This is an optimization exercise on Yosys and OpenROAD, whose aim is small area, not a production implementation. The RTL was checked by simulation tests, not by an equivalence proof against the original design. No driver is modelled on the clock port, so clock power and skew are understated where the tree is cut down; a real chip needs a root buffer or a tree. No activity file was given, so power comes from the tool's default toggle rates.

Design analogizer_top, start of the top module:
module analogizer_top (
	input  logic       i_clk,
	input  logic       i_rst,
	input  logic       i_ena,
	input  logic [1:0] i_video_mode,
	input  logic [7:0] i_r,
	input  logic [7:0] i_g,
	input  logic [7:0] i_b,
	input  logic       i_hsync,
	input  logic       i_vsync,
	input  logic       i_csync,
	input  logic       i_blank_n,
	input  logic       i_ce_pix,
	input  logic       i_poll_req,
	input  logic [7:4] i_bank0_in,
	output logic       o_poll_ack,
	output logic       o_busy,
	output logic [15:0] o_p1_buttons,
	output logic [15:0] o_p2_buttons,
	output logic [7:0] o_bank1_out,
	output logic [7:0] o_bank2_out,
	output logic [7:0] o_bank3_out,
	output logic       o_bank1_dir,
	output logic       o_bank2_dir,
	output logic       o_bank3_dir
);
	logic m0, m2, m3, pass_rg;
	assign m0 = i_video_mode == 2'd0;
	assign m2 = i_video_mode == 2'd2;
	assign m3 = i_video_mode == 2'd3;
	assign pass_rg = i_blank_n && !m3;
  ...
Size: roughly 150 flip-flops, ~100 I/O pins.
==> flow/config.mk <==
export PLATFORM = sky130hd
export DESIGN_NAME = analogizer_top
export DESIGN_NICKNAME = analogizer_top
export VERILOG_FILES = /design/flow/design.v
export SDC_FILE = /design/flow/constraint.sdc
export NUM_CORES = 4
export LEC_CHECK = 0
export CAP_MARGIN = 20
export CORE_MARGIN = 2
export CORE_UTILIZATION = 60
export SLEW_MARGIN = 20
export SYNTH_HIERARCHICAL = 1
==> flow/constraint.sdc <==
create_clock -name core_clock -period 10.0 [get_ports {i_clk}]
set_input_delay 2.0000 -clock core_clock [delete_from_list [all_inputs] [get_ports {i_clk}]]
set_output_delay 2.0000 -clock core_clock [all_outputs]
set_load 0.01 [all_outputs]
standard.sh (not shown) runs the stock make flow with config.mk's settings and CLKGATE_MAP_FILE= SYNTH_SCRIPT=/design/flow/synth_recipe.tcl, a recipe that flattens the netlist after the stock synthesis.
==> flow/flow/run.sh <==
#!/bin/bash
# The standard layout, with the smallest buffer on every port and a clock
# tree built by hand (flow/manual_cts.tcl) in place of TritonCTS. Each tool's
# output is in the ORFS logs under orfs/logs; make's own output is in flow.log.
set -euo pipefail
export BUFFER_PORTS_ARGS="-buffer_cell sky130_fd_sc_hd__buf_1"
export PRE_CTS_TCL="$PWD/flow/manual_cts.tcl"
export CLK_TREE_N=7
export CLK_ROOT_BUF=sky130_fd_sc_hd__clkbuf_4
export CLK_TREE_BUF=sky130_fd_sc_hd__clkbuf_8
export POST_CTS_TCL="$PWD/flow/post_cts.tcl"
bash standard.sh > flow.log 2>&1
Other scripts of this flow, unchanged in this note and not shown: flow/flow/manual_cts.tcl, flow/flow/post_cts.tcl
Then changed:
--- a/flow/design.v
+++ b/flow/design.v
@@ -319,29 +319,23 @@
 	endgenerate
 	assign a_n[8] = a_cn[8];
 	assign b_n[8] = b_cn[8];
 	logic [5:0] y6, pb6_n, pr6;
 	ypbpr_converter u_ypbpr (
 		.i_an(a_n), .i_bn(b_n), .i_g(s1_g),
 		.o_y(y6), .o_pb_n(pb6_n), .o_pr(pr6)
 	);
-	logic m2_q_n;
-	logic [5:0] r_pick_n, g_pick_n, b_pick_n;
-	assign m2_q_n = !s1_m2;
-	analogizer_pick_r u_pick_r (.i_sel_n(m2_q_n), .i_a(pr6), .i_sel_n2(m2_q_n), .i_b(s1_rn[7:2]), .o_y(r_pick_n));
-	analogizer_pick_g u_pick_g (.i_sel(s1_m2), .i_sel_n(m2_q_n), .i_a(y6), .i_b(s1_g[7:2]), .o_y_n(g_pick_n));
-	analogizer_pick_b u_pick_b (.i_sel(s1_m2), .i_sel_n(m2_q_n), .i_a(pb6_n), .i_b(s1_bn[7:2]), .o_y(b_pick_n));
 	logic [5:0] s2_r_n, s2_g_n, s2_b_n;
 	logic s2_hs_n, s2_vs, s2_bl_n, s2_pix;
 	logic rst_q, rst_seen;
 	always_ff @(posedge i_clk) begin
-		s2_r_n <= r_pick_n;
-		s2_g_n <= g_pick_n;
-		s2_b_n <= b_pick_n;
+		s2_r_n <= s1_m2 ? ~pr6 : s1_rn[7:2];
+		s2_g_n <= ~(s1_m2 ? y6 : s1_g[7:2]);
+		s2_b_n <= s1_m2 ? pb6_n : s1_bn[7:2];
 		s2_hs_n <= !s1_m2 && s1_rn[0];
 		s2_vs  <= s1_vs;
 		s2_bl_n <= !s1_m2 && s1_rn[1];
 		s2_pix <= s1_pix;
 		rst_q    <= i_rst;
 		rst_seen <= i_rst || rst_q;
 	end
 	logic [7:0] step;
@@ -382,64 +376,28 @@
 	logic take, hold;
 	assign take = (&step) && !i_rst;
 	assign hold = !(&step) && !i_rst;
 	analogizer_word_reg u_p1 (.i_clk(i_clk), .i_take(take), .i_hold(hold), .i_d(word1), .o_q(o_p1_buttons));
 	analogizer_word_reg u_p2 (.i_clk(i_clk), .i_take(take), .i_hold(hold), .i_d(word2), .o_q(o_p2_buttons));
 	logic pins_on, pins_next, vid_on;
 	assign pins_next = !i_rst && i_ena;
 	assign vid_on    = pins_next && !rst_seen;
-	logic [19:0] vid_gated;
-	analogizer_gate_nor u_gate (.i_a({s2_r_n, s2_g_n, s2_b_n, s2_hs_n, s2_bl_n}), .i_off(!vid_on), .o_y(vid_gated));
 	always_ff @(posedge i_clk) begin
 		pins_on <= pins_next;
-		o_bank3_out <= {vid_gated[19:14], vid_gated[1], pins_next & (rst_seen | s2_vs)};
-		o_bank2_out <= {vid_gated[2], vid_gated[0], vid_gated[13:8]};
-		o_bank1_out <= {snac_pad_clk & pins_next, snac_latch & pins_next, s2_pix & vid_on, vid_gated[7:3]};
+		o_bank3_out <= {~(s2_r_n | {6{!vid_on}}), !(s2_hs_n || !vid_on), pins_next & (rst_seen | s2_vs)};
+		o_bank2_out <= {~(s2_b_n[0] | !vid_on), !(s2_bl_n || !vid_on), ~(s2_g_n | {6{!vid_on}})};
+		o_bank1_out <= {snac_pad_clk & pins_next, snac_latch & pins_next, s2_pix & vid_on, ~(s2_b_n[5:1] | {5{!vid_on}})};
 	end
 	assign o_bank1_dir = pins_on;
 	assign o_bank2_dir = pins_on;
 	assign o_bank3_dir = pins_on;
 endmodule
 module analogizer_word_reg (
 	input  logic        i_clk,
 	input  logic        i_take,
 	input  logic        i_hold,
 	input  logic [15:0] i_d,
 	output logic [15:0] o_q
 );
 	always_ff @(posedge i_clk)
 		o_q <= (i_d & {16{i_take}}) | (o_q & {16{i_hold}});
 endmodule
-module analogizer_pick_r (
-	input  logic       i_sel_n,
-	input  logic [5:0] i_a,
-	input  logic       i_sel_n2,
-	input  logic [5:0] i_b,
-	output logic [5:0] o_y
-);
-	assign o_y = (~{6{i_sel_n}} & ~i_a) | ({6{i_sel_n2}} & i_b);
-endmodule
-module analogizer_pick_g (
-	input  logic       i_sel,
-	input  logic       i_sel_n,
-	input  logic [5:0] i_a,
-	input  logic [5:0] i_b,
-	output logic [5:0] o_y_n
-);
-	assign o_y_n = ~(({6{i_sel_n}} | i_a) & ({6{i_sel}} | i_b));
-endmodule
-module analogizer_pick_b (
-	input  logic       i_sel,
-	input  logic       i_sel_n,
-	input  logic [5:0] i_a,
-	input  logic [5:0] i_b,
-	output logic [5:0] o_y
-);
-	assign o_y = ({6{i_sel_n}} | i_a) & ({6{i_sel}} | i_b);
-endmodule
-module analogizer_gate_nor (
-	input  logic [19:0] i_a,
-	input  logic        i_off,
-	output logic [19:0] o_y
-);
-	assign o_y = ~(i_a | {20{i_off}});
-endmodule
After rerunning: The new run completed without violations. Total power rises by 5.1%. Critical path depth stays the same. Synthesized cell count rises by 1.6%. Clock skew rises by 0.0031 ns. Sequential power rises by about 2%. Register-to-register slack improved by 0.02 ns. Cell count rises by 0.70%. Wire length falls by 4.0%. Core utilization rises by 0.50 points. Global-route usage falls by 1.2 points. Worst hold slack got worse by 0.0040 ns.
No run of this note takes its clock network from TritonCTS; it comes from the design's own scripts or RTL.


## main
analogizer_top, a different RTL version from the one above (not shown whole).
Size in the first run: ~530 cells after synthesis, ~100 I/O pins.
==> module analogizer_top, before the edit <==
module analogizer_top (
	input  logic       i_clk,
	input  logic       i_rst,
	input  logic       i_ena,
	input  logic [1:0] i_video_mode,
	input  logic [7:0] i_r,
	input  logic [7:0] i_g,
	input  logic [7:0] i_b,
	input  logic       i_hsync,
	input  logic       i_vsync,
	input  logic       i_csync,
	input  logic       i_blank_n,
	input  logic       i_ce_pix,
	input  logic       i_poll_req,
	input  logic [7:4] i_bank0_in,
	output logic       o_poll_ack,
	output logic       o_busy,
	output logic [15:0] o_p1_buttons,
	output logic [15:0] o_p2_buttons,
	output logic [7:0] o_bank1_out,
	output logic [7:0] o_bank2_out,
	output logic [7:0] o_bank3_out,
	output logic       o_bank1_dir,
	output logic       o_bank2_dir,
	output logic       o_bank3_dir
);
	logic m0, m2, m3, pass_rg;
	assign m0 = i_video_mode == 2'd0;
	assign m2 = i_video_mode == 2'd2;
	assign m3 = i_video_mode == 2'd3;
	assign pass_rg = i_blank_n && !m3;
	logic [7:0] s1_rn, s1_g, s1_bn;
	logic s1_m2, s1_hs, s1_vs, s1_bl, s1_pix;
	always_ff @(posedge i_clk) begin
		s1_rn  <= ~(pass_rg ? i_r : 8'd0);
		s1_g   <= pass_rg ? i_g : 8'd0;
		s1_bn  <= ~(m3 ? 8'hff : (i_blank_n ? i_b : 8'd0));
		s1_m2  <= m2;
		s1_hs  <= m0 ? i_csync : (m3 ? i_hsync : 1'b1);
		s1_vs  <= m0 ? 1'b1 : (m3 ? i_vsync : i_csync);
		s1_bl  <= i_blank_n || m2;
		s1_pix <= i_ce_pix;
	end
	logic [8:0] a_n, b_n, a_cn, b_cn;
	assign a_cn[0] = 1'b0;
	assign b_cn[0] = 1'b1;
	genvar gi;
	generate
		for (gi = 0; gi < 8; gi++) begin : g_sub_ripple
			analogizer_fa u_fa_a (.i_a(s1_rn[gi]), .i_b(s1_g[gi]), .i_c(a_cn[gi]), .o_s(a_n[gi]), .o_c(a_cn[gi + 1]));
			analogizer_fa u_fa_b (.i_a(s1_bn[gi]), .i_b(s1_g[gi]), .i_c(b_cn[gi]), .o_s(b_n[gi]), .o_c(b_cn[gi + 1]));
		end
	endgenerate
	assign a_n[8] = a_cn[8];
	assign b_n[8] = b_cn[8];
	logic [5:0] y6, pb6_n, pr6;
	ypbpr_converter u_ypbpr (
		.i_an(a_n), .i_bn(b_n), .i_g(s1_g),
		.o_y(y6), .o_pb_n(pb6_n), .o_pr(pr6)
	);
	logic [5:0] s2_r_n, s2_g_n, s2_b_n;
	logic s2_hs, s2_vs, s2_bl, s2_pix;
	logic rst_q, rst_seen;
	always_ff @(posedge i_clk) begin
		s2_r_n <= s1_m2 ? ~pr6 : s1_rn[7:2];
		s2_g_n <= ~(s1_m2 ? y6 : s1_g[7:2]);
		s2_b_n <= s1_m2 ? pb6_n : s1_bn[7:2];
		s2_hs  <= s1_hs;
		s2_vs  <= s1_vs;
		s2_bl  <= s1_bl;
		s2_pix <= s1_pix;
		rst_q    <= i_rst;
		rst_seen <= i_rst || rst_q;
	end
	logic [7:0] step;
	logic idle, done, busy, sample, snac_latch, snac_pad_clk;
	logic [32:0] ring;
	assign idle    = !step[7] && step[6] && !step[3];
	assign done    = !step[7] && !step[6];
	assign busy    = step[7] || (step[6] && step[3]);
	assign sample  = step[7] && (step[2:0] == 3'd3);
	assign snac_latch   = !step[7] && step[3];
	assign snac_pad_clk = step[7] && step[2];
	assign o_poll_ack   = done;
	assign o_busy       = busy;
	always_ff @(posedge i_clk) begin
		if (i_rst || (done && !i_poll_req))
			step <= 8'd119;
		else if (busy || (idle && i_poll_req))
			step <= step + 8'd1;
	end
	always_ff @(posedge i_clk) begin
		ring <= {ring[31:4], sample ? ~i_bank0_in[5] : ring[3], ring[2:0],
			sample ? ~i_bank0_in[6] : ring[32]};
	end
	logic [15:0] word1, word2;
	always_comb begin
		for (int k = 0; k < 16; k++) begin
			word1[k] = ring[(123 - 8 * k) % 33];
			word2[k] = ring[(127 - 8 * k) % 33];
		end
	end
	logic take, hold;
	assign take = (&step) && !i_rst;
	assign hold = !(&step) && !i_rst;
	analogizer_word_reg u_p1 (.i_clk(i_clk), .i_take(take), .i_hold(hold), .i_d(word1), .o_q(o_p1_buttons));
	analogizer_word_reg u_p2 (.i_clk(i_clk), .i_take(take), .i_hold(hold), .i_d(word2), .o_q(o_p2_buttons));
	logic pins_on, pins_next, vid_on;
	assign pins_next = !i_rst && i_ena;
	assign vid_on    = pins_next && !rst_seen;
	always_ff @(posedge i_clk) begin
		pins_on <= pins_next;
		o_bank3_out <= {~(s2_r_n | {6{!vid_on}}), s2_hs & vid_on, pins_next & (rst_seen | s2_vs)};
		o_bank2_out <= {~(s2_b_n[0] | !vid_on), s2_bl & vid_on, ~(s2_g_n | {6{!vid_on}})};
		o_bank1_out <= {snac_pad_clk & pins_next, snac_latch & pins_next, s2_pix & vid_on, ~(s2_b_n[5:1] | {5{!vid_on}})};
	end
	assign o_bank1_dir = pins_on;
	assign o_bank2_dir = pins_on;
	assign o_bank3_dir = pins_on;
endmodule
==> flow/config.mk <==
export PLATFORM = sky130hd
export DESIGN_NAME = analogizer_top
export DESIGN_NICKNAME = analogizer_top
export VERILOG_FILES = /design/flow/design.v
export SDC_FILE = /design/flow/constraint.sdc
export NUM_CORES = 4
export LEC_CHECK = 0
export CAP_MARGIN = 20
export CORE_MARGIN = 2
export CORE_UTILIZATION = 40
export SLEW_MARGIN = 20
export SYNTH_HIERARCHICAL = 1
==> flow/constraint.sdc <==
create_clock -name core_clock -period 10.0 [get_ports {i_clk}]
set_input_delay 2.0000 -clock core_clock [delete_from_list [all_inputs] [get_ports {i_clk}]]
set_output_delay 2.0000 -clock core_clock [all_outputs]
set_load 0.01 [all_outputs]
==> flow/flow/run.sh <==
#!/bin/bash
# The standard layout, with the smallest buffer on every port and a clock
# tree built by hand (flow/manual_cts.tcl) in place of TritonCTS. Each tool's
# output is in the ORFS logs under orfs/logs; make's own output is in flow.log.
set -euo pipefail
export BUFFER_PORTS_ARGS="-buffer_cell sky130_fd_sc_hd__buf_1"
export PRE_CTS_TCL="$PWD/flow/manual_cts.tcl"
export CLK_TREE_N=8
export CLK_ROOT_BUF=sky130_fd_sc_hd__clkbuf_8
export CLK_TREE_BUF=sky130_fd_sc_hd__clkbuf_8
export POST_CTS_TCL="$PWD/flow/post_cts.tcl"
bash standard.sh > flow.log 2>&1
Other scripts of this flow, unchanged in this note and not shown: flow/flow/manual_cts.tcl, flow/flow/post_cts.tcl
Input changes introduced in the feature branch (baseline for comparison: main):
-- flow/design.v --
<<< main, line 280
);
	logic m0, m2, m3, pass_rg;
	assign m0 = i_video_mode == 2'd0;
	assign m2 = i_video_mode == 2'd2;
	assign m3 = i_video_mode == 2'd3;
	assign pass_rg = i_blank_n && !m3;
	logic [7:0] s1_rn, s1_g, s1_bn;
	logic s1_m2, s1_hs, s1_vs, s1_bl, s1_pix;
	always_ff @(posedge i_clk) begin
		s1_rn  <= ~(pass_rg ? i_r : 8'd0);
		s1_g   <= pass_rg ? i_g : 8'd0;
		s1_bn  <= ~(m3 ? 8'hff : (i_blank_n ? i_b : 8'd0));
		s1_m2  <= m2;
		s1_hs  <= m0 ? i_csync : (m3 ? i_hsync : 1'b1);
>>> the feature branch, line 280
);
	logic m0, m2, m3, pass_rg;
	logic [7:0] r_in_n, g_in, b_in_n, g_sub_n;
	logic [8:0] a_n, b_n, a_cn, b_cn;
	assign m0 = i_video_mode == 2'd0;
	assign m2 = i_video_mode == 2'd2;
	assign m3 = i_video_mode == 2'd3;
	assign pass_rg = i_blank_n && !m3;
	assign r_in_n  = ~(pass_rg ? i_r : 8'd0);
	assign g_in    = pass_rg ? i_g : 8'd0;
	assign b_in_n  = ~(m3 ? 8'hff : (i_blank_n ? i_b : 8'd0));
	assign g_sub_n = ~(m2 ? ~g_in : 8'h00);
	assign a_cn[0] = !m2;
	assign b_cn[0] = 1'b1;
	genvar gi;
	generate
		for (gi = 0; gi < 8; gi++) begin : g_sub_ripple
			analogizer_fa u_fa_a (.i_a(r_in_n[gi]), .i_b(g_sub_n[gi]), .i_c(a_cn[gi]), .o_s(a_n[gi]), .o_c(a_cn[gi + 1]));
			analogizer_fa u_fa_b (.i_a(b_in_n[gi]), .i_b(g_sub_n[gi]), .i_c(b_cn[gi]), .o_s(b_n[gi]), .o_c(b_cn[gi + 1]));
		end
	endgenerate
	assign a_n[8] = a_cn[8];
	assign b_n[8] = b_cn[8];
	logic [8:0] s1_an, s1_bn;
	logic [7:0] s1_g;
	logic s1_m2, s1_hs, s1_vs, s1_bl, s1_pix;
	always_ff @(posedge i_clk) begin
		s1_an  <= a_n;
		s1_bn  <= b_n;
		s1_g   <= g_in;
		s1_m2  <= m2;
		s1_hs  <= m0 ? i_csync : (m3 ? i_hsync : 1'b1);
<<< main, line 296
		s1_pix <= i_ce_pix;
	end
	logic [8:0] a_n, b_n, a_cn, b_cn;
	assign a_cn[0] = 1'b0;
	assign b_cn[0] = 1'b1;
	genvar gi;
	generate
		for (gi = 0; gi < 8; gi++) begin : g_sub_ripple
			analogizer_fa u_fa_a (.i_a(s1_rn[gi]), .i_b(s1_g[gi]), .i_c(a_cn[gi]), .o_s(a_n[gi]), .o_c(a_cn[gi + 1]));
			analogizer_fa u_fa_b (.i_a(s1_bn[gi]), .i_b(s1_g[gi]), .i_c(b_cn[gi]), .o_s(b_n[gi]), .o_c(b_cn[gi + 1]));
		end
	endgenerate
	assign a_n[8] = a_cn[8];
	assign b_n[8] = b_cn[8];
	logic [5:0] y6, pb6_n, pr6;
	ypbpr_converter u_ypbpr (
		.i_an(a_n), .i_bn(b_n), .i_g(s1_g),
		.o_y(y6), .o_pb_n(pb6_n), .o_pr(pr6)
	);
>>> the feature branch, line 314
		s1_pix <= i_ce_pix;
	end
	logic [5:0] y6, pb6_n, pr6;
	ypbpr_converter u_ypbpr (
		.i_an(s1_an), .i_bn(s1_bn), .i_g(s1_g),
		.o_y(y6), .o_pb_n(pb6_n), .o_pr(pr6)
	);
<<< main, line 317
	logic rst_q, rst_seen;
	always_ff @(posedge i_clk) begin
		s2_r_n <= s1_m2 ? ~pr6 : s1_rn[7:2];
		s2_g_n <= ~(s1_m2 ? y6 : s1_g[7:2]);
		s2_b_n <= s1_m2 ? pb6_n : s1_bn[7:2];
>>> the feature branch, line 323
	logic rst_q, rst_seen;
	always_ff @(posedge i_clk) begin
		s2_r_n <= s1_m2 ? ~pr6 : s1_an[7:2];
		s2_g_n <= ~(s1_m2 ? y6 : s1_g[7:2]);
		s2_b_n <= s1_m2 ? pb6_n : s1_bn[7:2];
<<< main, line 329
	logic [7:0] step;
	logic idle, done, busy, sample, snac_latch, snac_pad_clk;
	logic [32:0] ring;
	assign idle    = !step[7] && step[6] && !step[3];
	assign done    = !step[7] && !step[6];
>>> the feature branch, line 335
	logic [7:0] step;
	logic idle, done, busy, sample, snac_latch, snac_pad_clk;
	logic [16:0] ring1, ring2;
	assign idle    = !step[7] && step[6] && !step[3];
	assign done    = !step[7] && !step[6];
<<< main, line 345
	end
	always_ff @(posedge i_clk) begin
		ring <= {ring[31:4], sample ? ~i_bank0_in[5] : ring[3], ring[2:0],
			sample ? ~i_bank0_in[6] : ring[32]};
	end
	logic [15:0] word1, word2;
	always_comb begin
		for (int k = 0; k < 16; k++) begin
			word1[k] = ring[(123 - 8 * k) % 33];
			word2[k] = ring[(127 - 8 * k) % 33];
		end
	end
>>> the feature branch, line 351
	end
	always_ff @(posedge i_clk) begin
		ring1 <= {ring1[15:0], sample ? ~i_bank0_in[6] : ring1[16]};
		ring2 <= {ring2[15:0], sample ? ~i_bank0_in[5] : ring2[16]};
	end
	logic [15:0] word1, word2;
	always_comb begin
		for (int k = 0; k < 16; k++) begin
			word1[k] = ring1[(123 - 8 * k) % 17];
			word2[k] = ring2[(123 - 8 * k) % 17];
		end
	end
- [compare] base=main new=the feature branch: total non-filler cell area in the finished layout climbed 1.3%; post-synthesis area per instance did not really move; total power consumption of the routed design went down 15%.
- Total met3 wirelength after detailed routing was lower in main than in the feature branch.
- The feature branch vs main: fraction of met2 tracks used by global routing up
- The lower period utilization of the feature branch and main is in the feature branch.
- main ended up with fewer cell instances than the feature branch did.
- Routed wire in the feature branch totals less than in main.
No run of this note takes its clock network from TritonCTS; it comes from the design's own scripts or RTL.

## separate check: timing with driven ports
The results above use ideal ports. As a check the final layouts listed here were re-extracted and re-timed, cells and wires unchanged.
Step 1: set_driving_cell puts a clkbuf_16 on i_clk and a buf_2 on each other input, an assumption about the parent block.
Step 2 also shifts input and output timing later by t, the mid clock arrival at the registers, as if the neighbouring blocks saw the same clock.
Three values: ideal, step 1, step 2; two values: the first two.
| run | shift t [ns] | setup slack, ns | worst data-port slew with drivers (ns) |
|---|---|---|---|
| the first run of note 1 | 0.476 | 0.759 / 0.759 / 0.759 | 0.05 |
| the second run of note 1 | 0.475 | 0.777 / 0.777 / 0.777 | 0.05 |
| main | 0.438 | 0.481 / 0.481 / 0.481 | 0.03 |
| the feature branch | 0.441 | 3.621 / 3.621 / 3.405 | 0.03 |
After both steps setup and hold are still met in every run listed. For the feature branch, which loses most, drivers alone change the setup slack by 0.000 ns; drivers and shift together by -0.216 ns.
